Background: an optimization exercise with open tools, aiming at small area. Do not read the settings as production practice.
In this exercise RTL edits were held to simulation tests only and were not proved equivalent to the original.

==> flow/design.v, too long to show whole: its modules and the start of the top module <==
// module pss_sample_window: 14 lines
// module pss_correlator_lane: 675 lines
// module pss_fa: 10 lines
// module pss_xor2: 7 lines
// module pss_xnor2: 7 lines
// module pss_ha: 9 lines
// module pss_nid2_decider: 24 lines
// module pss_detector: 71 lines
module pss_detector (
    input  logic        clk_i,
    input  logic        reset_ni,
    input  logic [15:0] sample_i,           
    input  logic        sample_valid_i,
    input  logic [1:0]  mode_i,             
    input  logic [1:0]  requested_nid2_i,
    output logic [2:0]  result_o            
);
  // ...
==> flow/flow/run.sh <==
#!/bin/bash
cp standard.sh standard_sh_copy.log
export BUFFER_PORTS_ARGS="-buffer_cell sky130_fd_sc_hd__buf_1"
bash standard.sh > standard_flow.log 2>&1
==> flow/standard.sh <==
#!/bin/bash
# synth_recipe.tcl (not shown) runs the flow's synth.tcl, then flattens the netlist and writes it again
# the make line also repeats each setting of config.mk as NAME=value (left out here)
make -C /OpenROAD-flow-scripts/flow DESIGN_CONFIG=/design/flow/config.mk WORK_HOME=/design/flow/orfs CLKGATE_MAP_FILE= SYNTH_SCRIPT=/design/flow/synth_recipe.tcl "${@:-finish}"
==> flow/config.mk <==
export PLATFORM = sky130hd
export DESIGN_NAME = pss_detector
export DESIGN_NICKNAME = pss_detector
export VERILOG_FILES = /design/flow/design.v
export SDC_FILE = /design/flow/constraint.sdc
export NUM_CORES = 4
export LEC_CHECK = 0
export CAP_MARGIN = 5
export CORE_MARGIN = 2
export CORE_UTILIZATION = 75
export CTS_BUF_LIST = sky130_fd_sc_hd__clkbuf_4
export CTS_CLUSTER_DIAMETER = 50
export CTS_CLUSTER_SIZE = 10
export SLEW_MARGIN = 5
export SYNTH_HIERARCHICAL = 1
==> flow/constraint.sdc <==
create_clock -name core_clock -period 11.0 [get_ports {clk_i}]
set_input_delay 2.2000 -clock core_clock [delete_from_list [all_inputs] [get_ports {clk_i}]]
set_output_delay 2.2000 -clock core_clock [all_outputs]
set_load 0.01 [all_outputs]
==> flow_summary.toml, run 1 <==
[hold_path]
hold_end = "code2_q[1]$_SDFF_PN1_"
min_path_cells = 1
hold_class = "reg2reg"

[critical_path]
regToRegSetupSlack_ps = 360
critPathKind = "reg2reg"
cp.required_ps = 11650
startpoint = "window_q[168]$_DFF_P_"
crit_cells = 30

[global_routing]
antenna_found_initial = 1

[yosys]
synth.most_common_cell = "fa_1"
synth_area_per_cell_um2 = 12.94
synth_top_family_by_area = "adder cells"
syn_inst = 1292

[cts]
cts_hold_buffers = 0
numCtsBuffers = 31
post_cts_buffers = 0
cts_tree = "done"

[timing]
setup_viol = 0
skew_ps = 29.91
layout_setup_ws_ps = 364.8
setup_tns_ps = 0

[run_status]
status = "complete, no violations"

[cells_and_area]
layout_commonest_cell = "fa_1"
==> run 2: changes to the inputs <==
--- a/flow/design.v
+++ b/flow/design.v
@@ -55,33 +55,33 @@
     wire s549, c550, s551, c552, s553, c554, s555, c556, s557, c558, s559, c560, s561, c562, s563, c564;
     wire s565, c566, s567, c568, s569, c570, s571, c572, s573, c574, s575, c576, s577, c578, s579, c580;
     wire s581, c582, s583, c584, s585, c586, s587, c588, s589, c590, s591, c592, s593, c594, s595, c596;
     wire s597, s599, c600, s601, c602, s603, c604, s605, c606, s607, c608, s609, c610, s611, c612, s613;
     wire c614, s615, c616, s617, c618, s619, c620, s621, c622, s623, c624, s625, s627, c628, s629, c630;
     wire s631, c632, s633, c634, s635, c636, s637, c638, s639, c640, s641, c642, s643, c644, s645, c646;
     wire s647, c648, s649, c650, s651, c652, s653, c654, s655, s657, c658, s659, c660, s661, c662, s663;
     wire c664, s665, c666, s667, c668, s669, c670, s671, c672, s673, c674, s675, c676, s677, c678, s679;
-    wire c680, s681, c682, s683, x685, x686, x687, x688, x689, x690, x691, x692, x693, x694, x695, x696;
+    wire c680, s681, c682, s683, n685, x686, x687, x688, x689, x690, x691, x692, x693, x694, x695, n696;
     wire x697, x698, x699, x700, x701, x702, x703, x704, x705, x706, s707, c708, s709, c710, s711, c712;
-    wire s713, c714, s715, c716, s717, c718, s719, c720, s721, c722, s723, c724, s725, c726, s727, c728;
-    wire x774, x775, x776, x777, x778, x779, x780, x781, x782, x783, x784, x785, x786, x787, x788, x789;
-    wire x790, x791, x792, x793, x794, x795, s796, c797, s798, c799, s800, c801, s802, c803, s804, c805;
-    wire s806, c807, s808, c809, s810, c811, s812, c813, s814, c815, s816, c817, x863, x864, x865, x866;
-    wire x867, x868, x869, x870, x871, x872, x873, x874, x875, x876, x877, x878, x879, x880, x881, x882;
-    wire x883, x884, s885, c886, s887, c888, s889, c890, s891, c892, s893, c894, s895, c896, s897, c898;
-    wire s899, c900, s901, c902, s903, c904, s905, c906, g729, p730, g731, p732, g733, p734, g735, p736;
-    wire g737, p738, g739, p740, g741, p742, g743, p744, g745, p746, g747, p748, g749, p750, bg751, bp752;
-    wire bg753, bp754, bg755, bp756, cc757, bg758, bp759, bg760, bp761, bg762, bp763, cc764, bg765, bp766, bg767, bp768;
-    wire bg769, bp770, cc771, cc772, ge773, g818, p819, g820, p821, g822, p823, g824, p825, g826, p827, g828;
-    wire p829, g830, p831, g832, p833, g834, p835, g836, p837, g838, p839, bg840, bp841, bg842, bp843, bg844;
-    wire bp845, cc846, bg847, bp848, bg849, bp850, bg851, bp852, cc853, bg854, bp855, bg856, bp857, bg858, bp859, cc860;
-    wire cc861, ge862, g907, p908, g909, p910, g911, p912, g913, p914, g915, p916, g917, p918, g919, p920;
-    wire g921, p922, g923, p924, g925, p926, g927, p928, bg929, bp930, bg931, bp932, bg933, bp934, cc935, bg936;
-    wire bp937, bg938, bp939, bg940, bp941, cc942, bg943, bp944, bg945, bp946, bg947, bp948, cc949, cc950, ge951;
+    wire s713, c714, s715, c716, s717, c718, s719, c720, s721, c722, s723, c724, s725, c726, n772, x773;
+    wire x774, x775, x776, x777, x778, x779, x780, x781, x782, n783, x784, x785, x786, x787, x788, x789;
+    wire x790, x791, x792, x793, s794, c795, s796, c797, s798, c799, s800, c801, s802, c803, s804, c805;
+    wire s806, c807, s808, c809, s810, c811, s812, c813, n859, x860, x861, x862, x863, x864, x865, x866;
+    wire x867, x868, x869, n870, x871, x872, x873, x874, x875, x876, x877, x878, x879, x880, s881, c882;
+    wire s883, c884, s885, c886, s887, c888, s889, c890, s891, c892, s893, c894, s895, c896, s897, c898;
+    wire s899, c900, g727, p728, g729, p730, g731, p732, g733, p734, g735, p736, g737, p738, g739, p740;
+    wire g741, p742, g743, p744, g745, p746, g747, p748, bg749, bp750, bg751, bp752, bg753, bp754, cc755, bg756;
+    wire bp757, bg758, bp759, bg760, bp761, cc762, bg763, bp764, bg765, bp766, bg767, bp768, cc769, cc770, ge771, g814;
+    wire p815, g816, p817, g818, p819, g820, p821, g822, p823, g824, p825, g826, p827, g828, p829, g830;
+    wire p831, g832, p833, g834, p835, bg836, bp837, bg838, bp839, bg840, bp841, cc842, bg843, bp844, bg845, bp846;
+    wire bg847, bp848, cc849, bg850, bp851, bg852, bp853, bg854, bp855, cc856, cc857, ge858, g901, p902, g903, p904;
+    wire g905, p906, g907, p908, g909, p910, g911, p912, g913, p914, g915, p916, g917, p918, g919, p920;
+    wire g921, p922, bg923, bp924, bg925, bp926, bg927, bp928, cc929, bg930, bp931, bg932, bp933, bg934, bp935, cc936;
+    wire bg937, bp938, bg939, bp940, bg941, bp942, cc943, cc944, ge945;
     pss_fa u_s1 (.a(window_i[168]), .b(window_i[120]), .c(window_i[40]), .s(s1), .co(c2));
     pss_fa u_s3 (.a(window_i[200]), .b(window_i[152]), .c(~s1), .s(s3), .co(c4));
     pss_fa u_s5 (.a(window_i[169]), .b(window_i[121]), .c(window_i[41]), .s(s5), .co(c6));
     pss_fa u_s7 (.a(window_i[201]), .b(window_i[153]), .c(~c2), .s(s7), .co(c8));
     pss_fa u_s9 (.a(~s5), .b(c4), .c(s7), .s(s9), .co(c10));
     pss_fa u_s11 (.a(window_i[170]), .b(window_i[122]), .c(window_i[42]), .s(s11), .co(c12));
     pss_fa u_s13 (.a(window_i[202]), .b(window_i[154]), .c(~c6), .s(s13), .co(c14));
     pss_fa u_s15 (.a(~s11), .b(c8), .c(s13), .s(s15), .co(c16));
@@ -130,32 +130,32 @@
     pss_fa u_s101 (.a(~window_i[30]), .b(c94), .c(s99), .s(s101), .co(c102));
     pss_fa u_s103 (.a(c96), .b(s101), .c(c98), .s(s103), .co(c104));
     pss_fa u_s105 (.a(window_i[239]), .b(window_i[79]), .c(window_i[63]), .s(s105), .co(c106));
     pss_fa u_s107 (.a(~window_i[31]), .b(c100), .c(s105), .s(s107), .co(c108));
     pss_fa u_s109 (.a(c102), .b(s107), .c(c104), .s(s109), .co(c110));
     pss_fa u_s111 (.a(c106), .b(c108), .c(c110), .s(s111), .co(c112));
     pss_fa u_s113 (.a(window_i[248]), .b(window_i[104]), .c(s3), .s(s113), .co(c114));
     pss_fa u_s115 (.a(window_i[249]), .b(window_i[105]), .c(s9), .s(s115), .co(c116));
-    pss_xor2 u_s117 (.a(c114), .b(s115), .y(s117));
+    pss_xnor2 u_s117 (.a(c114), .b(s115), .y(s117));
     assign c118 = ~(~(c114 | s115));
     pss_fa u_s119 (.a(window_i[250]), .b(window_i[106]), .c(s17), .s(s119), .co(c120));
     pss_fa u_s121 (.a(c116), .b(c118), .c(s119), .s(s121), .co(c122));
     pss_fa u_s123 (.a(window_i[251]), .b(window_i[107]), .c(s25), .s(s123), .co(c124));
     pss_fa u_s125 (.a(c120), .b(c122), .c(s123), .s(s125), .co(c126));
     pss_fa u_s127 (.a(window_i[252]), .b(window_i[108]), .c(s33), .s(s127), .co(c128));
     pss_fa u_s129 (.a(c124), .b(c126), .c(s127), .s(s129), .co(c130));
     pss_fa u_s131 (.a(window_i[253]), .b(window_i[109]), .c(s41), .s(s131), .co(c132));
     pss_fa u_s133 (.a(c128), .b(c130), .c(s131), .s(s133), .co(c134));
     pss_fa u_s135 (.a(window_i[254]), .b(window_i[110]), .c(s49), .s(s135), .co(c136));
     pss_fa u_s137 (.a(c132), .b(c134), .c(s135), .s(s137), .co(c138));
     pss_fa u_s139 (.a(window_i[255]), .b(window_i[111]), .c(s57), .s(s139), .co(c140));
     pss_fa u_s141 (.a(c136), .b(c138), .c(s139), .s(s141), .co(c142));
     pss_fa u_s143 (.a(s61), .b(c140), .c(c142), .s(s143), .co(c144));
-    pss_xnor2 u_s145 (.a(s63), .b(c144), .y(s145));
+    pss_xor2 u_s145 (.a(s63), .b(c144), .y(s145));
     assign c146 = ~(~(s63 | c144));
     pss_xor2 u_s147 (.a(c64), .b(c146), .y(s147));
     assign c148 = ~(c64 | c146);
     pss_fa u_s149 (.a(window_i[184]), .b(window_i[88]), .c(window_i[8]), .s(s149), .co(c150));
     pss_fa u_s151 (.a(window_i[216]), .b(window_i[136]), .c(~s149), .s(s151), .co(c152));
     pss_ha u_s153 (.a(~s67), .b(s151), .s(s153), .co(c154));
     pss_fa u_s155 (.a(window_i[185]), .b(window_i[89]), .c(window_i[9]), .s(s155), .co(c156));
     pss_fa u_s157 (.a(window_i[217]), .b(window_i[137]), .c(~c150), .s(s157), .co(c158));
@@ -205,64 +205,64 @@
     pss_fa u_s245 (.a(s41), .b(s97), .c(c244), .s(s245), .co(c246));
     pss_fa u_s247 (.a(s49), .b(s103), .c(c246), .s(s247), .co(c248));
     pss_fa u_s249 (.a(s57), .b(s109), .c(c248), .s(s249), .co(c250));
     pss_fa u_s251 (.a(s61), .b(s111), .c(c250), .s(s251), .co(c252));
     pss_fa u_s253 (.a(c112), .b(s63), .c(c252), .s(s253), .co(c254));
     pss_xor2 u_s255 (.a(c64), .b(c254), .y(s255));
     pss_xor2 u_s257 (.a(s113), .b(s153), .y(s257));
     assign c258 = ~(~(s113 | s153));
-    pss_fa u_s259 (.a(c258), .b(s161), .c(~s117), .s(s259), .co(c260));
+    pss_fa u_s259 (.a(c258), .b(s161), .c(s117), .s(s259), .co(c260));
     pss_fa u_s261 (.a(s171), .b(s121), .c(c260), .s(s261), .co(c262));
     pss_fa u_s263 (.a(s125), .b(s181), .c(c262), .s(s263), .co(c264));
     pss_fa u_s265 (.a(s129), .b(s191), .c(c264), .s(s265), .co(c266));
     pss_fa u_s267 (.a(s133), .b(s201), .c(c266), .s(s267), .co(c268));
     pss_fa u_s269 (.a(s137), .b(s211), .c(c268), .s(s269), .co(c270));
     pss_fa u_s271 (.a(s141), .b(s221), .c(c270), .s(s271), .co(c272));
     pss_fa u_s273 (.a(s227), .b(s143), .c(c272), .s(s273), .co(c274));
-    pss_fa u_s275 (.a(s145), .b(s231), .c(c274), .s(s275), .co(c276));
+    pss_fa u_s275 (.a(~s145), .b(s231), .c(c274), .s(s275), .co(c276));
     pss_fa u_s277 (.a(s233), .b(c276), .c(s275), .s(s277), .co(c278));
-    pss_xnor2 u_s279 (.a(s147), .b(s277), .y(s279));
+    pss_xor2 u_s279 (.a(s147), .b(s277), .y(s279));
     assign c280 = (s147 | ~s277);
     pss_fa u_s281 (.a(~c148), .b(c234), .c(c278), .s(s281), .co(c282));
     pss_xnor2 u_s283 (.a(c280), .b(s281), .y(s283));
     pss_xor2 u_s285 (.a(s113), .b(s153), .y(s285));
     assign c286 = (~s113 | s153);
-    pss_fa u_s287 (.a(c286), .b(s161), .c(s117), .s(s287), .co(c288));
+    pss_fa u_s287 (.a(c286), .b(s161), .c(~s117), .s(s287), .co(c288));
     pss_fa u_s289 (.a(s171), .b(~s121), .c(c288), .s(s289), .co(c290));
     pss_fa u_s291 (.a(~s125), .b(s181), .c(c290), .s(s291), .co(c292));
     pss_fa u_s293 (.a(~s129), .b(s191), .c(c292), .s(s293), .co(c294));
     pss_fa u_s295 (.a(~s133), .b(s201), .c(c294), .s(s295), .co(c296));
     pss_fa u_s297 (.a(~s137), .b(s211), .c(c296), .s(s297), .co(c298));
     pss_fa u_s299 (.a(~s141), .b(s221), .c(c298), .s(s299), .co(c300));
     pss_fa u_s301 (.a(s227), .b(~s143), .c(c300), .s(s301), .co(c302));
-    pss_fa u_s303 (.a(~s145), .b(s231), .c(c302), .s(s303), .co(c304));
+    pss_fa u_s303 (.a(s145), .b(s231), .c(c302), .s(s303), .co(c304));
     pss_ha u_s305 (.a(s301), .b(s303), .s(s305), .co(c306));
     pss_fa u_s307 (.a(s147), .b(s233), .c(c304), .s(s307), .co(c308));
     pss_xnor2 u_s309 (.a(c306), .b(s307), .y(s309));
     assign c310 = (c306 | s307);
     pss_fa u_s311 (.a(c148), .b(c234), .c(c308), .s(s311), .co(c312));
-    pss_xor2 u_s313 (.a(c310), .b(s311), .y(s313));
-    pss_xnor2 u_s315 (.a(s259), .b(s235), .y(s315));
+    pss_xnor2 u_s313 (.a(c310), .b(s311), .y(s313));
+    pss_xor2 u_s315 (.a(s259), .b(s235), .y(s315));
     assign c316 = (~s259 | s235);
     pss_fa u_s317 (.a(s237), .b(c316), .c(~s261), .s(s317), .co(c318));
     pss_fa u_s319 (.a(s239), .b(~s263), .c(c318), .s(s319), .co(c320));
     pss_fa u_s321 (.a(s241), .b(~s265), .c(c320), .s(s321), .co(c322));
     pss_fa u_s323 (.a(s243), .b(~s267), .c(c322), .s(s323), .co(c324));
     pss_fa u_s325 (.a(s245), .b(~s269), .c(c324), .s(s325), .co(c326));
     pss_fa u_s327 (.a(s247), .b(~s271), .c(c326), .s(s327), .co(c328));
     pss_fa u_s329 (.a(s249), .b(~s273), .c(c328), .s(s329), .co(c330));
     pss_fa u_s331 (.a(s251), .b(s275), .c(c330), .s(s331), .co(c332));
-    pss_xor2 u_s333 (.a(s329), .b(s331), .y(s333));
+    pss_xnor2 u_s333 (.a(s329), .b(s331), .y(s333));
     assign c334 = (s329 | s331);
     pss_fa u_s335 (.a(s253), .b(c332), .c(c334), .s(s335), .co(c336));
-    pss_xor2 u_s337 (.a(s279), .b(s335), .y(s337));
-    assign c338 = ~(~s279 | s335);
+    pss_xnor2 u_s337 (.a(s279), .b(s335), .y(s337));
+    assign c338 = (s279 | s335);
     pss_fa u_s339 (.a(s255), .b(s283), .c(c336), .s(s339), .co(c340));
-    pss_xnor2 u_s341 (.a(c338), .b(s339), .y(s341));
+    pss_xor2 u_s341 (.a(c338), .b(s339), .y(s341));
     pss_fa u_s343 (.a(window_i[160]), .b(window_i[112]), .c(window_i[32]), .s(s343), .co(c344));
     pss_fa u_s345 (.a(window_i[192]), .b(window_i[144]), .c(~s343), .s(s345), .co(c346));
     pss_fa u_s347 (.a(window_i[161]), .b(window_i[113]), .c(window_i[33]), .s(s347), .co(c348));
     pss_fa u_s349 (.a(window_i[193]), .b(window_i[145]), .c(~c344), .s(s349), .co(c350));
     pss_fa u_s351 (.a(~s347), .b(c346), .c(s349), .s(s351), .co(c352));
     pss_fa u_s353 (.a(window_i[162]), .b(window_i[114]), .c(window_i[34]), .s(s353), .co(c354));
     pss_fa u_s355 (.a(window_i[194]), .b(window_i[146]), .c(~c348), .s(s355), .co(c356));
     pss_fa u_s357 (.a(~s353), .b(c350), .c(s355), .s(s357), .co(c358));
@@ -326,17 +326,17 @@
     pss_fa u_s471 (.a(c466), .b(c468), .c(s469), .s(s471), .co(c472));
     pss_fa u_s473 (.a(window_i[245]), .b(window_i[101]), .c(s383), .s(s473), .co(c474));
     pss_fa u_s475 (.a(c470), .b(c472), .c(s473), .s(s475), .co(c476));
     pss_fa u_s477 (.a(window_i[246]), .b(window_i[102]), .c(s391), .s(s477), .co(c478));
     pss_fa u_s479 (.a(c474), .b(c476), .c(s477), .s(s479), .co(c480));
     pss_fa u_s481 (.a(window_i[247]), .b(window_i[103]), .c(s399), .s(s481), .co(c482));
     pss_fa u_s483 (.a(c478), .b(c480), .c(s481), .s(s483), .co(c484));
     pss_fa u_s485 (.a(s403), .b(c482), .c(c484), .s(s485), .co(c486));
-    pss_xnor2 u_s487 (.a(s405), .b(c486), .y(s487));
+    pss_xor2 u_s487 (.a(s405), .b(c486), .y(s487));
     assign c488 = ~(~(s405 | c486));
     pss_xor2 u_s489 (.a(c406), .b(c488), .y(s489));
     assign c490 = ~(c406 | c488);
     pss_fa u_s491 (.a(window_i[176]), .b(window_i[80]), .c(window_i[0]), .s(s491), .co(c492));
     pss_fa u_s493 (.a(window_i[208]), .b(window_i[128]), .c(~s491), .s(s493), .co(c494));
     pss_ha u_s495 (.a(~s409), .b(s493), .s(s495), .co(c496));
     pss_fa u_s497 (.a(window_i[177]), .b(window_i[81]), .c(window_i[1]), .s(s497), .co(c498));
     pss_fa u_s499 (.a(window_i[209]), .b(window_i[129]), .c(~c492), .s(s499), .co(c500));
@@ -384,315 +384,311 @@
     pss_fa u_s583 (.a(s367), .b(s427), .c(c582), .s(s583), .co(c584));
     pss_fa u_s585 (.a(s375), .b(s433), .c(c584), .s(s585), .co(c586));
     pss_fa u_s587 (.a(s383), .b(s439), .c(c586), .s(s587), .co(c588));
     pss_fa u_s589 (.a(s391), .b(s445), .c(c588), .s(s589), .co(c590));
     pss_fa u_s591 (.a(s399), .b(s451), .c(c590), .s(s591), .co(c592));
     pss_fa u_s593 (.a(s403), .b(s453), .c(c592), .s(s593), .co(c594));
     pss_fa u_s595 (.a(c454), .b(s405), .c(c594), .s(s595), .co(c596));
     pss_xor2 u_s597 (.a(c406), .b(c596), .y(s597));
-    pss_xor2 u_s599 (.a(s455), .b(s495), .y(s599));
+    pss_xnor2 u_s599 (.a(s455), .b(s495), .y(s599));
     assign c600 = ~(~(s455 | s495));
     pss_fa u_s601 (.a(c600), .b(s503), .c(s459), .s(s601), .co(c602));
     pss_fa u_s603 (.a(s513), .b(s463), .c(c602), .s(s603), .co(c604));
     pss_fa u_s605 (.a(s467), .b(s523), .c(c604), .s(s605), .co(c606));
     pss_fa u_s607 (.a(s471), .b(s533), .c(c606), .s(s607), .co(c608));
     pss_fa u_s609 (.a(s475), .b(s543), .c(c608), .s(s609), .co(c610));
     pss_fa u_s611 (.a(s479), .b(s553), .c(c610), .s(s611), .co(c612));
     pss_fa u_s613 (.a(s483), .b(s563), .c(c612), .s(s613), .co(c614));
     pss_fa u_s615 (.a(s569), .b(s485), .c(c614), .s(s615), .co(c616));
-    pss_fa u_s617 (.a(s487), .b(s573), .c(c616), .s(s617), .co(c618));
+    pss_fa u_s617 (.a(~s487), .b(s573), .c(c616), .s(s617), .co(c618));
     pss_fa u_s619 (.a(s575), .b(c618), .c(s617), .s(s619), .co(c620));
-    pss_xnor2 u_s621 (.a(s489), .b(s619), .y(s621));
-    assign c622 = (s489 | ~s619);
+    pss_xor2 u_s621 (.a(s489), .b(s619), .y(s621));
+    assign c622 = ~(s489 | ~s619);
     pss_fa u_s623 (.a(~c490), .b(c576), .c(c620), .s(s623), .co(c624));
-    pss_xnor2 u_s625 (.a(c622), .b(s623), .y(s625));
-    pss_xnor2 u_s627 (.a(s455), .b(s495), .y(s627));
+    pss_xor2 u_s625 (.a(c622), .b(s623), .y(s625));
+    pss_xor2 u_s627 (.a(s455), .b(s495), .y(s627));
     assign c628 = (~s455 | s495);
     pss_fa u_s629 (.a(c628), .b(s503), .c(~s459), .s(s629), .co(c630));
     pss_fa u_s631 (.a(s513), .b(~s463), .c(c630), .s(s631), .co(c632));
     pss_fa u_s633 (.a(~s467), .b(s523), .c(c632), .s(s633), .co(c634));
     pss_fa u_s635 (.a(~s471), .b(s533), .c(c634), .s(s635), .co(c636));
     pss_fa u_s637 (.a(~s475), .b(s543), .c(c636), .s(s637), .co(c638));
     pss_fa u_s639 (.a(~s479), .b(s553), .c(c638), .s(s639), .co(c640));
     pss_fa u_s641 (.a(~s483), .b(s563), .c(c640), .s(s641), .co(c642));
     pss_fa u_s643 (.a(s569), .b(~s485), .c(c642), .s(s643), .co(c644));
-    pss_fa u_s645 (.a(~s487), .b(s573), .c(c644), .s(s645), .co(c646));
+    pss_fa u_s645 (.a(s487), .b(s573), .c(c644), .s(s645), .co(c646));
     pss_ha u_s647 (.a(s643), .b(s645), .s(s647), .co(c648));
     pss_fa u_s649 (.a(s489), .b(s575), .c(c646), .s(s649), .co(c650));
     pss_xor2 u_s651 (.a(c648), .b(s649), .y(s651));
-    assign c652 = (c648 | s649);
+    assign c652 = ~(c648 | s649);
     pss_fa u_s653 (.a(c490), .b(c576), .c(c650), .s(s653), .co(c654));
     pss_xor2 u_s655 (.a(c652), .b(s653), .y(s655));
     pss_xor2 u_s657 (.a(s601), .b(s577), .y(s657));
     assign c658 = (~s601 | s577);
     pss_fa u_s659 (.a(s579), .b(c658), .c(~s603), .s(s659), .co(c660));
     pss_fa u_s661 (.a(s581), .b(~s605), .c(c660), .s(s661), .co(c662));
     pss_fa u_s663 (.a(s583), .b(~s607), .c(c662), .s(s663), .co(c664));
     pss_fa u_s665 (.a(s585), .b(~s609), .c(c664), .s(s665), .co(c666));
     pss_fa u_s667 (.a(s587), .b(~s611), .c(c666), .s(s667), .co(c668));
     pss_fa u_s669 (.a(s589), .b(~s613), .c(c668), .s(s669), .co(c670));
     pss_fa u_s671 (.a(s591), .b(~s615), .c(c670), .s(s671), .co(c672));
     pss_fa u_s673 (.a(s593), .b(s617), .c(c672), .s(s673), .co(c674));
-    pss_xnor2 u_s675 (.a(s671), .b(s673), .y(s675));
+    pss_xor2 u_s675 (.a(s671), .b(s673), .y(s675));
     assign c676 = (s671 | s673);
     pss_fa u_s677 (.a(s595), .b(c674), .c(c676), .s(s677), .co(c678));
-    pss_xor2 u_s679 (.a(s621), .b(s677), .y(s679));
-    assign c680 = ~(~s621 | s677);
+    pss_xnor2 u_s679 (.a(s621), .b(s677), .y(s679));
+    assign c680 = (s621 | s677);
     pss_fa u_s681 (.a(s597), .b(s625), .c(c678), .s(s681), .co(c682));
     pss_xnor2 u_s683 (.a(c680), .b(s681), .y(s683));
-    pss_xor2 u_x685 (.a(s257), .b(s283), .y(x685));
-    pss_xnor2 u_x686 (.a(s259), .b(s283), .y(x686));
+    assign n685 = (~s283 & ~s257);
+    pss_xor2 u_x686 (.a(s259), .b(s283), .y(x686));
     pss_xor2 u_x687 (.a(s261), .b(s283), .y(x687));
     pss_xor2 u_x688 (.a(s263), .b(s283), .y(x688));
     pss_xnor2 u_x689 (.a(s265), .b(s283), .y(x689));
     pss_xor2 u_x690 (.a(s267), .b(s283), .y(x690));
     pss_xor2 u_x691 (.a(s269), .b(s283), .y(x691));
     pss_xor2 u_x692 (.a(s271), .b(s283), .y(x692));
-    pss_xor2 u_x693 (.a(s273), .b(s283), .y(x693));
+    pss_xnor2 u_x693 (.a(s273), .b(s283), .y(x693));
     pss_xor2 u_x694 (.a(s275), .b(s283), .y(x694));
-    pss_xor2 u_x695 (.a(s279), .b(s283), .y(x695));
-    pss_xor2 u_x696 (.a(s599), .b(s625), .y(x696));
+    pss_xnor2 u_x695 (.a(s279), .b(s283), .y(x695));
+    assign n696 = (~s625 & s599);
     pss_xor2 u_x697 (.a(s601), .b(s625), .y(x697));
     pss_xor2 u_x698 (.a(s603), .b(s625), .y(x698));
     pss_xor2 u_x699 (.a(s605), .b(s625), .y(x699));
-    pss_xor2 u_x700 (.a(s607), .b(s625), .y(x700));
+    pss_xnor2 u_x700 (.a(s607), .b(s625), .y(x700));
     pss_xor2 u_x701 (.a(s609), .b(s625), .y(x701));
     pss_xnor2 u_x702 (.a(s611), .b(s625), .y(x702));
     pss_xor2 u_x703 (.a(s613), .b(s625), .y(x703));
-    pss_xnor2 u_x704 (.a(s615), .b(s625), .y(x704));
+    pss_xor2 u_x704 (.a(s615), .b(s625), .y(x704));
     pss_xor2 u_x705 (.a(s617), .b(s625), .y(x705));
-    pss_xor2 u_x706 (.a(s621), .b(s625), .y(x706));
-    pss_fa u_s707 (.a(s283), .b(s625), .c(x685), .s(s707), .co(c708));
-    pss_xnor2 u_s709 (.a(x686), .b(x697), .y(s709));
-    assign c710 = ~(~(x686 | ~x697));
-    pss_ha u_s711 (.a(x687), .b(x698), .s(s711), .co(c712));
-    pss_ha u_s713 (.a(x688), .b(x699), .s(s713), .co(c714));
-    pss_xor2 u_s715 (.a(x689), .b(x700), .y(s715));
-    assign c716 = (~x689 | x700);
-    pss_ha u_s717 (.a(x690), .b(x701), .s(s717), .co(c718));
-    pss_xnor2 u_s719 (.a(x691), .b(x702), .y(s719));
-    assign c720 = (x691 | ~x702);
-    pss_ha u_s721 (.a(x692), .b(x703), .s(s721), .co(c722));
-    pss_xnor2 u_s723 (.a(x693), .b(x704), .y(s723));
-    assign c724 = ~(x693 | ~x704);
-    pss_ha u_s725 (.a(x694), .b(x705), .s(s725), .co(c726));
-    pss_ha u_s727 (.a(x695), .b(x706), .s(s727), .co(c728));
-    pss_xor2 u_x774 (.a(s257), .b(s341), .y(x774));
-    pss_xor2 u_x775 (.a(s315), .b(s341), .y(x775));
-    pss_xor2 u_x776 (.a(s317), .b(s341), .y(x776));
-    pss_xnor2 u_x777 (.a(s319), .b(s341), .y(x777));
-    pss_xor2 u_x778 (.a(s321), .b(s341), .y(x778));
-    pss_xnor2 u_x779 (.a(s323), .b(s341), .y(x779));
-    pss_xor2 u_x780 (.a(s325), .b(s341), .y(x780));
-    pss_xor2 u_x781 (.a(s327), .b(s341), .y(x781));
-    pss_xor2 u_x782 (.a(s329), .b(s341), .y(x782));
-    pss_xnor2 u_x783 (.a(s333), .b(s341), .y(x783));
-    pss_xnor2 u_x784 (.a(s337), .b(s341), .y(x784));
-    pss_xnor2 u_x785 (.a(s599), .b(s683), .y(x785));
-    pss_xnor2 u_x786 (.a(s657), .b(s683), .y(x786));
-    pss_xnor2 u_x787 (.a(s659), .b(s683), .y(x787));
-    pss_xnor2 u_x788 (.a(s661), .b(s683), .y(x788));
-    pss_xor2 u_x789 (.a(s663), .b(s683), .y(x789));
-    pss_xnor2 u_x790 (.a(s665), .b(s683), .y(x790));
-    pss_xor2 u_x791 (.a(s667), .b(s683), .y(x791));
-    pss_xor2 u_x792 (.a(s669), .b(s683), .y(x792));
-    pss_xnor2 u_x793 (.a(s671), .b(s683), .y(x793));
-    pss_xor2 u_x794 (.a(s675), .b(s683), .y(x794));
-    pss_xnor2 u_x795 (.a(s679), .b(s683), .y(x795));
-    pss_fa u_s796 (.a(s341), .b(s683), .c(x774), .s(s796), .co(c797));
-    pss_ha u_s798 (.a(x775), .b(x786), .s(s798), .co(c799));
-    pss_xnor2 u_s800 (.a(x776), .b(x787), .y(s800));
-    assign c801 = (~(x776 | ~x787));
-    pss_xor2 u_s802 (.a(x777), .b(x788), .y(s802));
+    pss_xnor2 u_x706 (.a(s621), .b(s625), .y(x706));
+    pss_fa u_s707 (.a(n685), .b(x686), .c(n696), .s(s707), .co(c708));
+    pss_ha u_s709 (.a(x687), .b(x698), .s(s709), .co(c710));
+    pss_ha u_s711 (.a(x688), .b(x699), .s(s711), .co(c712));
+    pss_xnor2 u_s713 (.a(x689), .b(x700), .y(s713));
+    assign c714 = (~x689 | ~x700);
+    pss_ha u_s715 (.a(x690), .b(x701), .s(s715), .co(c716));
+    pss_xor2 u_s717 (.a(x691), .b(x702), .y(s717));
+    assign c718 = (x691 | ~x702);
+    pss_ha u_s719 (.a(x692), .b(x703), .s(s719), .co(c720));
+    pss_xnor2 u_s721 (.a(x693), .b(x704), .y(s721));
+    assign c722 = (~x693 | x704);
+    pss_ha u_s723 (.a(x694), .b(x705), .s(s723), .co(c724));
+    pss_ha u_s725 (.a(x695), .b(x706), .s(s725), .co(c726));
+    assign n772 = (~s341 & ~s257);
+    pss_xnor2 u_x773 (.a(s315), .b(s341), .y(x773));
+    pss_xnor2 u_x774 (.a(s317), .b(s341), .y(x774));
+    pss_xor2 u_x775 (.a(s319), .b(s341), .y(x775));
+    pss_xor2 u_x776 (.a(s321), .b(s341), .y(x776));
+    pss_xnor2 u_x777 (.a(s323), .b(s341), .y(x777));
+    pss_xor2 u_x778 (.a(s325), .b(s341), .y(x778));
+    pss_xor2 u_x779 (.a(s327), .b(s341), .y(x779));
+    pss_xor2 u_x780 (.a(s329), .b(s341), .y(x780));
+    pss_xor2 u_x781 (.a(s333), .b(s341), .y(x781));
+    pss_xnor2 u_x782 (.a(s337), .b(s341), .y(x782));
+    assign n783 = (s683 & s599);
+    pss_xor2 u_x784 (.a(s657), .b(s683), .y(x784));
+    pss_xor2 u_x785 (.a(s659), .b(s683), .y(x785));
+    pss_xnor2 u_x786 (.a(s661), .b(s683), .y(x786));
+    pss_xnor2 u_x787 (.a(s663), .b(s683), .y(x787));
+    pss_xor2 u_x788 (.a(s665), .b(s683), .y(x788));
+    pss_xnor2 u_x789 (.a(s667), .b(s683), .y(x789));
+    pss_xor2 u_x790 (.a(s669), .b(s683), .y(x790));
+    pss_xor2 u_x791 (.a(s671), .b(s683), .y(x791));
+    pss_xnor2 u_x792 (.a(s675), .b(s683), .y(x792));
+    pss_xor2 u_x793 (.a(s679), .b(s683), .y(x793));
+    pss_fa u_s794 (.a(n772), .b(x773), .c(n783), .s(s794), .co(c795));
+    pss_xnor2 u_s796 (.a(x774), .b(x785), .y(s796));
+    assign c797 = ~(~(~x774 | ~x785));
+    pss_xnor2 u_s798 (.a(x775), .b(x786), .y(s798));
+    assign c799 = ~(~(x775 | x786));
+    pss_ha u_s800 (.a(x776), .b(x787), .s(s800), .co(c801));
+    pss_xnor2 u_s802 (.a(x777), .b(x788), .y(s802));
     assign c803 = (~(~x777 | ~x788));
     pss_ha u_s804 (.a(x778), .b(x789), .s(s804), .co(c805));
     pss_xnor2 u_s806 (.a(x779), .b(x790), .y(s806));
-    assign c807 = (~(~x779 | ~x790));
-    pss_ha u_s808 (.a(x780), .b(x791), .s(s808), .co(c809));
+    assign c807 = (~(x779 | ~x790));
+    pss_xnor2 u_s808 (.a(x780), .b(x791), .y(s808));
+    assign c809 = (x780 | ~x791);
     pss_xor2 u_s810 (.a(x781), .b(x792), .y(s810));
-    assign c811 = (~(x781 | x792));
-    pss_xnor2 u_s812 (.a(x782), .b(x793), .y(s812));
-    assign c813 = ~(x782 | ~x793);
-    pss_xnor2 u_s814 (.a(x783), .b(x794), .y(s814));
-    assign c815 = (~x783 | ~x794);
-    pss_ha u_s816 (.a(x784), .b(x795), .s(s816), .co(c817));
-    pss_xor2 u_x863 (.a(s285), .b(s313), .y(x863));
-    pss_xor2 u_x864 (.a(s287), .b(s313), .y(x864));
-    pss_xor2 u_x865 (.a(s289), .b(s313), .y(x865));
-    pss_xor2 u_x866 (.a(s291), .b(s313), .y(x866));
-    pss_xor2 u_x867 (.a(s293), .b(s313), .y(x867));
-    pss_xor2 u_x868 (.a(s295), .b(s313), .y(x868));
-    pss_xor2 u_x869 (.a(s297), .b(s313), .y(x869));
-    pss_xor2 u_x870 (.a(s299), .b(s313), .y(x870));
-    pss_xor2 u_x871 (.a(s301), .b(s313), .y(x871));
-    pss_xor2 u_x872 (.a(s305), .b(s313), .y(x872));
-    pss_xnor2 u_x873 (.a(s309), .b(s313), .y(x873));
-    pss_xor2 u_x874 (.a(s627), .b(s655), .y(x874));
-    pss_xor2 u_x875 (.a(s629), .b(s655), .y(x875));
-    pss_xor2 u_x876 (.a(s631), .b(s655), .y(x876));
-    pss_xor2 u_x877 (.a(s633), .b(s655), .y(x877));
-    pss_xor2 u_x878 (.a(s635), .b(s655), .y(x878));
-    pss_xor2 u_x879 (.a(s637), .b(s655), .y(x879));
-    pss_xnor2 u_x880 (.a(s639), .b(s655), .y(x880));
-    pss_xor2 u_x881 (.a(s641), .b(s655), .y(x881));
-    pss_xor2 u_x882 (.a(s643), .b(s655), .y(x882));
-    pss_xor2 u_x883 (.a(s647), .b(s655), .y(x883));
-    pss_xor2 u_x884 (.a(s651), .b(s655), .y(x884));
-    pss_fa u_s885 (.a(s313), .b(s655), .c(x863), .s(s885), .co(c886));
-    pss_ha u_s887 (.a(x864), .b(x875), .s(s887), .co(c888));
-    pss_ha u_s889 (.a(x865), .b(x876), .s(s889), .co(c890));
-    pss_ha u_s891 (.a(x866), .b(x877), .s(s891), .co(c892));
-    pss_xor2 u_s893 (.a(x867), .b(x878), .y(s893));
-    assign c894 = (x867 | x878);
-    pss_ha u_s895 (.a(x868), .b(x879), .s(s895), .co(c896));
-    pss_xnor2 u_s897 (.a(x869), .b(x880), .y(s897));
-    assign c898 = (x869 | ~x880);
-    pss_ha u_s899 (.a(x870), .b(x881), .s(s899), .co(c900));
-    pss_ha u_s901 (.a(x871), .b(x882), .s(s901), .co(c902));
-    pss_xnor2 u_s903 (.a(x872), .b(x883), .y(s903));
-    assign c904 = (x872 | x883);
-    pss_xor2 u_s905 (.a(x873), .b(x884), .y(s905));
-    assign c906 = (~(x873 | x884));
-    assign g729 = ~x696 & ~s707;
-    assign p730 = ~x696 | ~s707;
-    assign g731 = ~c708 & s709;
-    assign p732 = ~c708 | s709;
-    assign g733 = ~c710 & s711;
-    assign p734 = ~c710 | s711;
+    assign c811 = ~(~x781 | x792);
+    pss_ha u_s812 (.a(x782), .b(x793), .s(s812), .co(c813));
+    assign n859 = (~s313 & ~s285);
+    pss_xnor2 u_x860 (.a(s287), .b(s313), .y(x860));
+    pss_xnor2 u_x861 (.a(s289), .b(s313), .y(x861));
+    pss_xnor2 u_x862 (.a(s291), .b(s313), .y(x862));
+    pss_xor2 u_x863 (.a(s293), .b(s313), .y(x863));
+    pss_xnor2 u_x864 (.a(s295), .b(s313), .y(x864));
+    pss_xnor2 u_x865 (.a(s297), .b(s313), .y(x865));
+    pss_xnor2 u_x866 (.a(s299), .b(s313), .y(x866));
+    pss_xnor2 u_x867 (.a(s301), .b(s313), .y(x867));
+    pss_xor2 u_x868 (.a(s305), .b(s313), .y(x868));
+    pss_xnor2 u_x869 (.a(s309), .b(s313), .y(x869));
+    assign n870 = (~s655 & ~s627);
+    pss_xnor2 u_x871 (.a(s629), .b(s655), .y(x871));
+    pss_xnor2 u_x872 (.a(s631), .b(s655), .y(x872));
+    pss_xnor2 u_x873 (.a(s633), .b(s655), .y(x873));
+    pss_xnor2 u_x874 (.a(s635), .b(s655), .y(x874));
+    pss_xnor2 u_x875 (.a(s637), .b(s655), .y(x875));
+    pss_xor2 u_x876 (.a(s639), .b(s655), .y(x876));
+    pss_xnor2 u_x877 (.a(s641), .b(s655), .y(x877));
+    pss_xnor2 u_x878 (.a(s643), .b(s655), .y(x878));
+    pss_xor2 u_x879 (.a(s647), .b(s655), .y(x879));
+    pss_xor2 u_x880 (.a(s651), .b(s655), .y(x880));
+    pss_fa u_s881 (.a(n859), .b(x860), .c(n870), .s(s881), .co(c882));
+    pss_ha u_s883 (.a(x861), .b(x872), .s(s883), .co(c884));
+    pss_ha u_s885 (.a(x862), .b(x873), .s(s885), .co(c886));
+    pss_xor2 u_s887 (.a(x863), .b(x874), .y(s887));
+    assign c888 = (~x863 | x874);
+    pss_ha u_s889 (.a(x864), .b(x875), .s(s889), .co(c890));
+    pss_xor2 u_s891 (.a(x865), .b(x876), .y(s891));
+    assign c892 = ~(x865 | ~x876);
+    pss_ha u_s893 (.a(x866), .b(x877), .s(s893), .co(c894));
+    pss_ha u_s895 (.a(x867), .b(x878), .s(s895), .co(c896));
+    pss_xor2 u_s897 (.a(x868), .b(x879), .y(s897));
+    assign c898 = ~(~x868 | ~x879);
+    pss_xnor2 u_s899 (.a(x869), .b(x880), .y(s899));
+    assign c900 = ~(~(~x869 | ~x880));
+    assign g727 = s257 & ~s599;
+    assign p728 = s257 | ~s599;
+    assign g729 = x697 & s707;
+    assign p730 = x697 | s707;
+    assign g731 = c708 & s709;
+    assign p732 = c708 | s709;
+    assign g733 = c710 & s711;
+    assign p734 = c710 | s711;
     assign g735 = c712 & s713;
     assign p736 = c712 | s713;
     assign g737 = c714 & s715;
     assign p738 = c714 | s715;
     assign g739 = c716 & s717;
     assign p740 = c716 | s717;
-    assign g741 = c718 & ~s719;
-    assign p742 = c718 | ~s719;
-    assign g743 = c720 & s721;
-    assign p744 = c720 | s721;
+    assign g741 = c718 & s719;
+    assign p742 = c718 | s719;
+    assign g743 = c720 & ~s721;
+    assign p744 = c720 | ~s721;
     assign g745 = c722 & ~s723;
     assign p746 = c722 | ~s723;
-    assign g747 = ~c724 & ~s725;
-    assign p748 = ~c724 | ~s725;
-    assign g749 = ~c726 & s727;
-    assign p750 = ~c726 | s727;
-    assign bg751 = g731 | (p732 & g729);
-    assign bp752 = p732 & p730;
+    assign g747 = ~c724 & s725;
+    assign p748 = ~c724 | s725;
+    assign bg749 = g729 | (p730 & g727);
+    assign bp750 = p730 & p728;
+    assign bg751 = g731 | (p732 & bg749);
+    assign bp752 = p732 & bp750;
     assign bg753 = g733 | (p734 & bg751);
     assign bp754 = p734 & bp752;
-    assign bg755 = g735 | (p736 & bg753);
-    assign bp756 = p736 & bp754;
-    assign cc757 = bg755 | (bp756 & 1'b0);
-    assign bg758 = g739 | (p740 & g737);
-    assign bp759 = p740 & p738;
+    assign cc755 = bg753 | (bp754 & 1'b0);
+    assign bg756 = g737 | (p738 & g735);
+    assign bp757 = p738 & p736;
+    assign bg758 = g739 | (p740 & bg756);
+    assign bp759 = p740 & bp757;
     assign bg760 = g741 | (p742 & bg758);
     assign bp761 = p742 & bp759;
-    assign bg762 = g743 | (p744 & bg760);
-    assign bp763 = p744 & bp761;
-    assign cc764 = bg762 | (bp763 & cc757);
-    assign bg765 = g747 | (p748 & g745);
-    assign bp766 = p748 & p746;
-    assign bg767 = g749 | (p750 & bg765);
-    assign bp768 = p750 & bp766;
-    assign bg769 = c728 | (1'b1 & bg767);
-    assign bp770 = 1'b1 & bp768;
-    assign cc771 = bg769 | (bp770 & cc764);
-    assign cc772 = 1'b0 | (1'b1 & cc771);
-    assign ge773 = cc772;
-    assign g818 = x785 & ~s796;
-    assign p819 = x785 | ~s796;
-    assign g820 = ~c797 & s798;
-    assign p821 = ~c797 | s798;
-    assign g822 = c799 & s800;
-    assign p823 = c799 | s800;
-    assign g824 = c801 & s802;
-    assign p825 = c801 | s802;
+    assign cc762 = bg760 | (bp761 & cc755);
+    assign bg763 = g745 | (p746 & g743);
+    assign bp764 = p746 & p744;
+    assign bg765 = g747 | (p748 & bg763);
+    assign bp766 = p748 & bp764;
+    assign bg767 = c726 | (1'b1 & bg765);
+    assign bp768 = 1'b1 & bp766;
+    assign cc769 = bg767 | (bp768 & cc762);
+    assign cc770 = 1'b0 | (1'b1 & cc769);
+    assign ge771 = cc770;
+    assign g814 = s257 & ~s599;
+    assign p815 = s257 | ~s599;
+    assign g816 = x784 & s794;
+    assign p817 = x784 | s794;
+    assign g818 = c795 & ~s796;
+    assign p819 = c795 | ~s796;
+    assign g820 = ~c797 & ~s798;
+    assign p821 = ~c797 | ~s798;
+    assign g822 = ~c799 & ~s800;
+    assign p823 = ~c799 | ~s800;
+    assign g824 = ~c801 & ~s802;
+    assign p825 = ~c801 | ~s802;
     assign g826 = c803 & ~s804;
     assign p827 = c803 | ~s804;
-    assign g828 = ~c805 & ~s806;
-    assign p829 = ~c805 | ~s806;
+    assign g828 = ~c805 & s806;
+    assign p829 = ~c805 | s806;
     assign g830 = c807 & ~s808;
     assign p831 = c807 | ~s808;
-    assign g832 = ~c809 & s810;
-    assign p833 = ~c809 | s810;
-    assign g834 = c811 & ~s812;
-    assign p835 = c811 | ~s812;
-    assign g836 = ~c813 & s814;
-    assign p837 = ~c813 | s814;
-    assign g838 = c815 & s816;
-    assign p839 = c815 | s816;
-    assign bg840 = g820 | (p821 & g818);
-    assign bp841 = p821 & p819;
-    assign bg842 = g822 | (p823 & bg840);
-    assign bp843 = p823 & bp841;
-    assign bg844 = g824 | (p825 & bg842);
-    assign bp845 = p825 & bp843;
-    assign cc846 = bg844 | (bp845 & 1'b0);
-    assign bg847 = g828 | (p829 & g826);
-    assign bp848 = p829 & p827;
-    assign bg849 = g830 | (p831 & bg847);
-    assign bp850 = p831 & bp848;
-    assign bg851 = g832 | (p833 & bg849);
-    assign bp852 = p833 & bp850;
-    assign cc853 = bg851 | (bp852 & cc846);
-    assign bg854 = g836 | (p837 & g834);
-    assign bp855 = p837 & p835;
-    assign bg856 = g838 | (p839 & bg854);
-    assign bp857 = p839 & bp855;
-    assign bg858 = c817 | (1'b1 & bg856);
-    assign bp859 = 1'b1 & bp857;
-    assign cc860 = bg858 | (bp859 & cc853);
-    assign cc861 = 1'b0 | (1'b1 & cc860);
-    assign ge862 = cc861;
-    assign g907 = ~x874 & s885;
-    assign p908 = ~x874 | s885;
+    assign g832 = c809 & s810;
+    assign p833 = c809 | s810;
+    assign g834 = ~c811 & s812;
+    assign p835 = ~c811 | s812;
+    assign bg836 = g816 | (p817 & g814);
+    assign bp837 = p817 & p815;
+    assign bg838 = g818 | (p819 & bg836);
+    assign bp839 = p819 & bp837;
+    assign bg840 = g820 | (p821 & bg838);
+    assign bp841 = p821 & bp839;
+    assign cc842 = bg840 | (bp841 & 1'b0);
+    assign bg843 = g824 | (p825 & g822);
+    assign bp844 = p825 & p823;
+    assign bg845 = g826 | (p827 & bg843);
+    assign bp846 = p827 & bp844;
+    assign bg847 = g828 | (p829 & bg845);
+    assign bp848 = p829 & bp846;
+    assign cc849 = bg847 | (bp848 & cc842);
+    assign bg850 = g832 | (p833 & g830);
+    assign bp851 = p833 & p831;
+    assign bg852 = g834 | (p835 & bg850);
+    assign bp853 = p835 & bp851;
+    assign bg854 = c813 | (1'b1 & bg852);
+    assign bp855 = 1'b1 & bp853;
+    assign cc856 = bg854 | (bp855 & cc849);
+    assign cc857 = 1'b0 | (1'b1 & cc856);
+    assign ge858 = cc857;
+    assign g901 = s285 & s627;
+    assign p902 = s285 | s627;
+    assign g903 = x871 & s881;
+    assign p904 = x871 | s881;
+    assign g905 = c882 & s883;
+    assign p906 = c882 | s883;
+    assign g907 = c884 & s885;
+    assign p908 = c884 | s885;
     assign g909 = c886 & s887;
     assign p910 = c886 | s887;
     assign g911 = c888 & s889;
     assign p912 = c888 | s889;
     assign g913 = c890 & s891;
     assign p914 = c890 | s891;
-    assign g915 = c892 & ~s893;
-    assign p916 = c892 | ~s893;
-    assign g917 = c894 & s895;
-    assign p918 = c894 | s895;
-    assign g919 = c896 & ~s897;
-    assign p920 = c896 | ~s897;
-    assign g921 = c898 & s899;
-    assign p922 = c898 | s899;
-    assign g923 = c900 & ~s901;
-    assign p924 = c900 | ~s901;
-    assign g925 = ~c902 & s903;
-    assign p926 = ~c902 | s903;
-    assign g927 = c904 & s905;
-    assign p928 = c904 | s905;
-    assign bg929 = g909 | (p910 & g907);
-    assign bp930 = p910 & p908;
-    assign bg931 = g911 | (p912 & bg929);
-    assign bp932 = p912 & bp930;
-    assign bg933 = g913 | (p914 & bg931);
-    assign bp934 = p914 & bp932;
-    assign cc935 = bg933 | (bp934 & 1'b0);
-    assign bg936 = g917 | (p918 & g915);
-    assign bp937 = p918 & p916;
-    assign bg938 = g919 | (p920 & bg936);
-    assign bp939 = p920 & bp937;
-    assign bg940 = g921 | (p922 & bg938);
-    assign bp941 = p922 & bp939;
-    assign cc942 = bg940 | (bp941 & cc935);
-    assign bg943 = g925 | (p926 & g923);
-    assign bp944 = p926 & p924;
-    assign bg945 = g927 | (p928 & bg943);
-    assign bp946 = p928 & bp944;
-    assign bg947 = c906 | (1'b1 & bg945);
-    assign bp948 = 1'b1 & bp946;
-    assign cc949 = bg947 | (bp948 & cc942);
-    assign cc950 = 1'b0 | (1'b1 & cc949);
-    assign ge951 = cc950;
-    assign ge_o = {ge951, ge862, ge773};
+    assign g915 = ~c892 & s893;
+    assign p916 = ~c892 | s893;
+    assign g917 = c894 & ~s895;
+    assign p918 = c894 | ~s895;
+    assign g919 = ~c896 & ~s897;
+    assign p920 = ~c896 | ~s897;
+    assign g921 = ~c898 & ~s899;
+    assign p922 = ~c898 | ~s899;
+    assign bg923 = g903 | (p904 & g901);
+    assign bp924 = p904 & p902;
+    assign bg925 = g905 | (p906 & bg923);
+    assign bp926 = p906 & bp924;
+    assign bg927 = g907 | (p908 & bg925);
+    assign bp928 = p908 & bp926;
+    assign cc929 = bg927 | (bp928 & 1'b0);
+    assign bg930 = g911 | (p912 & g909);
+    assign bp931 = p912 & p910;
+    assign bg932 = g913 | (p914 & bg930);
+    assign bp933 = p914 & bp931;
+    assign bg934 = g915 | (p916 & bg932);
+    assign bp935 = p916 & bp933;
+    assign cc936 = bg934 | (bp935 & cc929);
+    assign bg937 = g919 | (p920 & g917);
+    assign bp938 = p920 & p918;
+    assign bg939 = g921 | (p922 & bg937);
+    assign bp940 = p922 & bp938;
+    assign bg941 = ~c900 | (1'b1 & bg939);
+    assign bp942 = 1'b1 & bp940;
+    assign cc943 = bg941 | (bp942 & cc936);
+    assign cc944 = 1'b0 | (1'b1 & cc943);
+    assign ge945 = cc944;
+    assign ge_o = {ge945, ge858, ge771};
 endmodule
 module pss_fa (
     input  logic a,
     input  logic b,
     input  logic c,
     output logic s,
     output logic co
 );
--- a/flow/config.mk
+++ b/flow/config.mk
@@ -6,10 +6,11 @@
 export NUM_CORES = 4
 export LEC_CHECK = 0
 export CAP_MARGIN = 5
 export CORE_MARGIN = 2
 export CORE_UTILIZATION = 75
 export CTS_BUF_LIST = sky130_fd_sc_hd__clkbuf_4
 export CTS_CLUSTER_DIAMETER = 50
 export CTS_CLUSTER_SIZE = 10
+export GPL_TIMING_DRIVEN = 0
 export SLEW_MARGIN = 5
 export SYNTH_HIERARCHICAL = 1
==> flow_summary.toml, run 2 <==
[global_routing]
grt_pass1_vias = 11660
grt_pass1_wl_mm = 65.93
grtUsageTotal_pct = 37.69
antenna_found_initial = 1
grt.overflow.total = 0
grt_start_max_net_pins = 13

[routing]
wirelength_mm = 42.46
wl_per_cell_um = 25.65
vias = 10810
via_per_inst = 6.529
drtPass1Iterations = 5
drc_errors = 0
ant_nets = 0
drt_iter0_drc = 974

[critical_path]
cp.required_ps = 11520
cp_common_cell = "fa_1"
worst_setup_path_start_kind = "flop"
regToRegSetupSlack_ps = 310
r2r_start = "window_q[225]$_DFF_P_"
startpoint = "window_q[225]$_DFF_P_"
arrival_ps = 11210
critPathKind = "reg2reg"
cpPeakStageDelay_ps = 590
critPathMaxFanout = 5
cp_slowest_cell = "fa_2"
rr_worst_depth = 32
end_kind = "flop"
cp-endpoint = "prev_q[1]$_SDFFE_PN0P_"
r2r-end = "prev_q[1]$_SDFFE_PN0P_"

[timing]
hold_violations = 0
max_clock_freq_ghz = 0.09351
fin_crit_ps = 10690
skew_ps = 37.01
setup_viol = 0
finalMaxSlewViolations = 0
tightest_slew_ps = 870.0
relSlewSlack_pct = 41.72
fin_crit_sh_pct = 97.22
setup_tns_ps = 0

[floorplanning]
num_rows = 54
core_area_um2 = 21820
num_io_pins = 26
start_util_pct = 76.47
die_h_um = 153.2
dieWidth_um = 153.2
dieArea_um2 = 23460

[placement]
portBuffers = 25
gp_congestion = 0.9153
dp_hpwl_mm = 33.34
dp_cells = 1603
dpl-instance-area_um2 = 17160

[cts]
cts_htree_levels = 2
cts_max_path_buffers = 3
clkSlewWorstSetupHoldPaths_ps = 110
numCtsBuffers = 34
cts_hold_buffers = 0
cts_root_buf = "clkbuf_4"
cts_tree = "done"
clk_latency_ps = 660
numClockSinks = 271

[yosys]
ys_seq_elements = 271
yosysSeqAreaShare_pct = 32.51
netlist_top_cells_area = "fa_1 35%, dfxtp_1 33%, a22o_1 12%"
synth_commonest_cells = "293 x fa_1, 271 x dfxtp_1, 224 x a22o_1, 130 x inv_1, 56 x xor2_1"
async_flop_share_pct = 0
yosysTopAreaCell = "fa_1"
synth_ff_type = "dfxtp_1"
synth_fp_nets = 1652
synth_area_per_cell_um2 = 12.86
ys_warn_count = 8
yosysUniqueCellTypes = 51
synth_top_area_share_pct = 35.15
syn_inst = 1298
syn_area_um2 = 16690
synth_edf_count = 0
synth.most_common_cell = "fa_1"

[cells_and_area]
layout_commonest_cell = "fa_1"
max_flop_register = "window_q"
final_area_um2 = 17750
fin_util_pct = 81.33
drive_gt1_share_pct = 11.64
stdcell_count = 1655
nets = 1722
final_cell_mix = "272 x fa_1, 270 x dfxtp_1, 224 x a22o_1, 130 x inv_1, 52 x xor2_1"
top_regs = "window_q: 256 flops, peaks_q: 3 flops, prev_q: 3 flops"
syn2layout_area_growth_pct = 6.350
largest_reg_flops = 256

[run]
cap_violations = 0

[hold_path]
hold_class = "reg2reg"

[run_status]
status = "complete, no violations"
[run 2: final cells by class]
cell class                 instances  area, µm²
clock buffer                      36      270.3
sequential                       271       5426
tap                              280      350.3
inverter                         133      499.2
timing repair buffer              34      173.9
clock inverter                     6      85.08
antenna                            1      2.502
multi-input combinational        831      10600
buffer                            63      344.1
fill                            1295       4075
[run 2: cell families (layout without fill, tap and decap cells)]
kind of cell             Yosys count  in the layout  synth area share, %
AND/OR/NAND/NOR                   88             88                3.037
buffers and inverters            196            272                5.053
multiplexers                       5              5               0.2999
XOR/XNOR                         104            104                5.458
other                              0              1                    0
AO/OA/AOI/OAI                    302            302                15.59
flip-flops                       271            271                32.51
adder cells (fa/ha/maj)          332            332                38.06
[run 2: what timing repair did]
action	in CTS	in global routing
setup buffers	6	3
gates resized for setup	7	25
setup endpoints to repair	2	2
pin swaps	4	18
[run 2: per-module statistics from Yosys (local to each module, per instance), a selection]
module	times used	area (µm²)	flops+latches	cells inside
pss_ha	38	12.51	0	1
pss_fa	293	20.02	0	1
pss_nid2_decider	1	70.07	0	9
pss_xnor2	47	8.758	0	1
pss_xor2	54	8.758	0	1
pss_sample_window	1	2604	0	317
[run 2: metal layers]
metal | track usage [%] | wire [µm]
met4 | 19.22 | 2487
met1 | 50.97 | 16040
met5 | 0 | 0
met3 | 8.194 | 4037
met2 | 58.46 | 19900
[run 2: metrics by stage]
stage,hold slack (ps),worst slack [ps]
5_1_grt,442.8,-6.358
3_5_place_dp,413.6,-1307
3_3_place_gp,398.4,-1040
4_1_cts,436.2,45.16
2_1_floorplan,384.6,13.95
6_report,421.3,305.9
[run 2: worst min path at each step]
stage,from,endpoint,slack (ps),cells past startpoint
2_1_floorplan,code1_q[0]$_SDFF_PN1_,code2_q[0]$_SDFF_PN1_,380,1
3_3_place_gp,code1_q[0]$_SDFF_PN1_,code2_q[0]$_SDFF_PN1_,400,1
3_5_place_dp,code1_q[1]$_SDFF_PN1_,code2_q[1]$_SDFF_PN1_,410,1
4_1_cts,code1_q[1]$_SDFF_PN1_,code2_q[1]$_SDFF_PN1_,440,1
5_1_grt,code1_q[1]$_SDFF_PN1_,code2_q[1]$_SDFF_PN1_,440,1
6_report,code1_q[1]$_SDFF_PN1_,code2_q[1]$_SDFF_PN1_,420,1
[run 2: critical path, delay by kind of cell, from the launching register on]
kind	cells	cell delay, ps
adders and majority gates	18	8040
muxes	1	130
AOI/OAI and AO/OA	4	670
DFF	1	370
and+or+nand+nor	4	720
xor gates and xnor gates	1	320
buffers and inverters	4	330
==> run 3: changes to the inputs <==
--- a/flow/config.mk
+++ b/flow/config.mk
@@ -13,3 +13,2 @@
 export CTS_CLUSTER_SIZE = 10
-export GPL_TIMING_DRIVEN = 0
 export SLEW_MARGIN = 5
==> flow_summary.toml, run 3 <==
[yosys]
syn_area_um2 = 16690
yosysTopAreaCell = "fa_1"
netlist_top_cells_area = "fa_1 35%, dfxtp_1 33%, a22o_1 12%"
ys_seq_elements = 271
synth_commonest_cells = "293 x fa_1, 271 x dfxtp_1, 224 x a22o_1, 130 x inv_1, 56 x xor2_1"
synth_ff_type = "dfxtp_1"
synth-xor-area-share_pct = 5.458
synth_simple_gate_area_share_pct = 3.036
yosysUniqueCellTypes = 51
syn_inst = 1298
synth_fp_nets = 1652
synth_top_area_share_pct = 35.15
synth.most_common_cell = "fa_1"
yosysSeqAreaShare_pct = 32.51
synth_top_family_by_area = "adder cells"
ys_warn_count = 8
synth_edf_count = 0
synthAdderAreaFrac_pct = 38.06
synth_area_per_cell_um2 = 12.86
synthMuxAreaShare_pct = 0.2999
async_flop_share_pct = 0
synth_compound_area_share_pct = 15.59

[cells_and_area]
final_cell_mix = "293 x fa_1, 271 x dfxtp_1, 224 x a22o_1, 130 x inv_1, 51 x xor2_1"
top_regs = "window_q: 256 flops, peaks_q: 3 flops, prev_q: 3 flops"
fin_util_pct = 79.43
stdcell_count = 1599
nets = 1665
largest_reg_flops = 256
layout_commonest_cell = "fa_1"
drive_gt1_share_pct = 6.525
max_flop_register = "window_q"
syn2layout_area_growth_pct = 3.868

[placement]
gp_congestion = 0.8117
portBuffers = 25
dp_hpwl_mm = 23.00
dp_cells = 1551

[cts]
numCtsBuffers = 35
cts_root_buf = "clkbuf_4"
numClockSinks = 271
cts_max_path_buffers = 3
clkSlewWorstSetupHoldPaths_ps = 100
cts_tree = "done"
clk_latency_ps = 640
cts_hold_buffers = 0
cts_htree_levels = 2

[global_routing]
grtUsageMet3_pct = 3.941
use_met1_pct = 39.05
grt.overflow.total = 0
top_usage_layer = "met2"
grtUsageTotal_pct = 27.07
grt_pass1_vias = 10380
grt_use_met2_pct = 43.92
grt_pass1_wl_mm = 51.54
grt_start_max_net_pins = 107
antenna_found_initial = 1

[floorplanning]
dieWidth_um = 153.2
start_util_pct = 76.47
num_io_pins = 26
num_rows = 54
core_area_um2 = 21820
die_h_um = 153.2
dieArea_um2 = 23460

[run_status]
status = "complete, no violations"

[timing]
fin_crit_sh_pct = 96.13
fin_crit_ps = 10570
finalMaxSlewViolations = 0
relSlewSlack_pct = 28.92
setup_viol = 0
max_clock_freq_ghz = 0.09457
tightest_slew_ps = 1066
hold_slack_ps = 423.0
hold_violations = 0
skew_ps = 26.91

[critical_path]
r2r-end = "prev_q[1]$_SDFFE_PN0P_"
cp.required_ps = 11480
critPathMaxFanout = 6
cpPeakStageDelay_ps = 590
arrival_ps = 11060
worst_setup_path_start_kind = "flop"
end_kind = "flop"
cp_common_cell = "fa_1"
cp_slowest_cell = "fa_1"
regToRegSetupSlack_ps = 430
r2r_start = "window_q[168]$_DFF_P_"
critPathKind = "reg2reg"
rr_worst_depth = 30

[hold_path]
hold_end = "peaks_q[1]$_SDFF_PN0_"
holdCritStartpoint = "prev_q[1]$_SDFFE_PN0P_"
hold_class = "reg2reg"
min_path_cells = 1

[routing]
wirelength_mm = 29.36
via_per_inst = 5.955
wl_per_cell_um = 18.36
drc_errors = 0
drtPass1Iterations = 6
drt_iter0_drc = 520
ant_nets = 0
vias = 9522

[run]
cap_violations = 0
==> run 3: layout make-up <==
class	count	area (µm²)
clock buffer	39	292.8
fill	1350	4489
timing repair buffer	39	206.4
sequential	271	5425
clock inverter	5	35.03
antenna	1	2.502
tap	280	350.3
inverter	133	499.2
multi-input combinational	831	10520
==> run 3: worst max-delay path by stage <==
stage | start | to | slack (ps) | cells after the start
finish | window_q[168]$_DFF_P_ | prev_q[1]$_SDFFE_PN0P_ | 430 | 30
global route | window_q[168]$_DFF_P_ | prev_q[1]$_SDFFE_PN0P_ | -60 | 30
CTS | window_q[168]$_DFF_P_ | prev_q[1]$_SDFFE_PN0P_ | 110 | 31
detailed placement | window_q[168]$_DFF_P_ | peaks_q[1]$_SDFF_PN0_ | 170 | 30
global placement | window_q[160]$_DFF_P_ | prev_q[1]$_SDFFE_PN0P_ | 450 | 30
floorplan | window_q[168]$_DFF_P_ | prev_q[1]$_SDFFE_PN0P_ | 10 | 30
==> run 3: through the flow <==
step                      area (µm²)  setup TNS, ps  worst slack [ps]
final                          17330              0             426.2
after global routing           17330         -62.77            -62.77
after CTS                      17240              0             107.2
after detailed placement       16910              0             169.8
after global placement         16910              0             446.7
after floorplan                16710              0             13.95
==> run 3: per-module statistics from Yosys (local to each module, per instance) <==
module / area, µm² / flops+latches
pss_correlator_lane: 1181 / 0
pss_detector: 5608 / 271
pss_fa: 20.02 / 0
pss_ha: 12.51 / 0
pss_nid2_decider: 70.07 / 0
pss_sample_window: 2604 / 0
pss_xnor2: 8.758 / 0
pss_xor2: 8.758 / 0
==> run 3: cell families after synthesis <==
family	count (synthesis)
AOI/OAI and AO/OA	302
xor gates and xnor gates	104
and+or+nand+nor	88
muxes	5
buffers and inverters	196
adders and majority gates	332
DFF	271
==> run 3: routing by layer <==
metal  up-vias  part of all wire, %  wire [µm]
met5         -                    0          0
met2       152                   50      14580
met3        55                  3.3        962
li1       4445                    -          -
met4         0                  2.5        742
met1      4870                   45      13080
==> run 3: worst max-delay path: cells and delay by family, from the launching register on <==
| kind | cells | cell delay (ps) |
|---|---|---|
| AO/OA/AOI/OAI | 4 | 600 |
| buffers and inverters | 2 | 130 |
| multiplexers | 1 | 140 |
| XOR/XNOR | 2 | 440 |
| adder cells (fa/ha/maj) | 17 | 7940 |
| AND/OR/NAND/NOR | 4 | 830 |
| flip-flops | 1 | 350 |
==> run 3: what timing repair did <==
item / CTS / global route
buffers inserted: 0 / 3
resized for setup: 0 / 10
setup endpoints to repair: 0 / 2

==> re-timing with driven ports <==
In the flow no input, the clock included, has a driving cell. The finished layouts below were timed again as built, in two steps.
Step 1 (the two cells are an assumption about what drives the block):
set clk [get_ports {clk_i}]
set_driving_cell -lib_cell sky130_fd_sc_hd__clkbuf_16 $clk
set_driving_cell -lib_cell sky130_fd_sc_hd__buf_2 [delete_from_list [all_inputs] $clk]
Step 2 moves the port delays by t, midway between the first and last clock arrival at a register: inputs arrive t later, outputs are due t later. That takes back most of the time a late clock gives input paths.
a / b / c = ideal / step 1 / step 2; a / b = the first two.
run | shift t [ns] | slack for setup (ns) | worst slew at a driven data input, ns | pins driven straight from the clock port
run 1 | 0.761 | 0.365 / 0.365 / 0.365 | 0.04 | 1
run 2 | 0.677 | 0.306 / 0.306 / 0.306 | 0.03 | 1
run 3 | 0.671 | 0.426 / 0.426 / 0.426 | 0.04 | 1
After both steps every run listed still meets setup and hold.
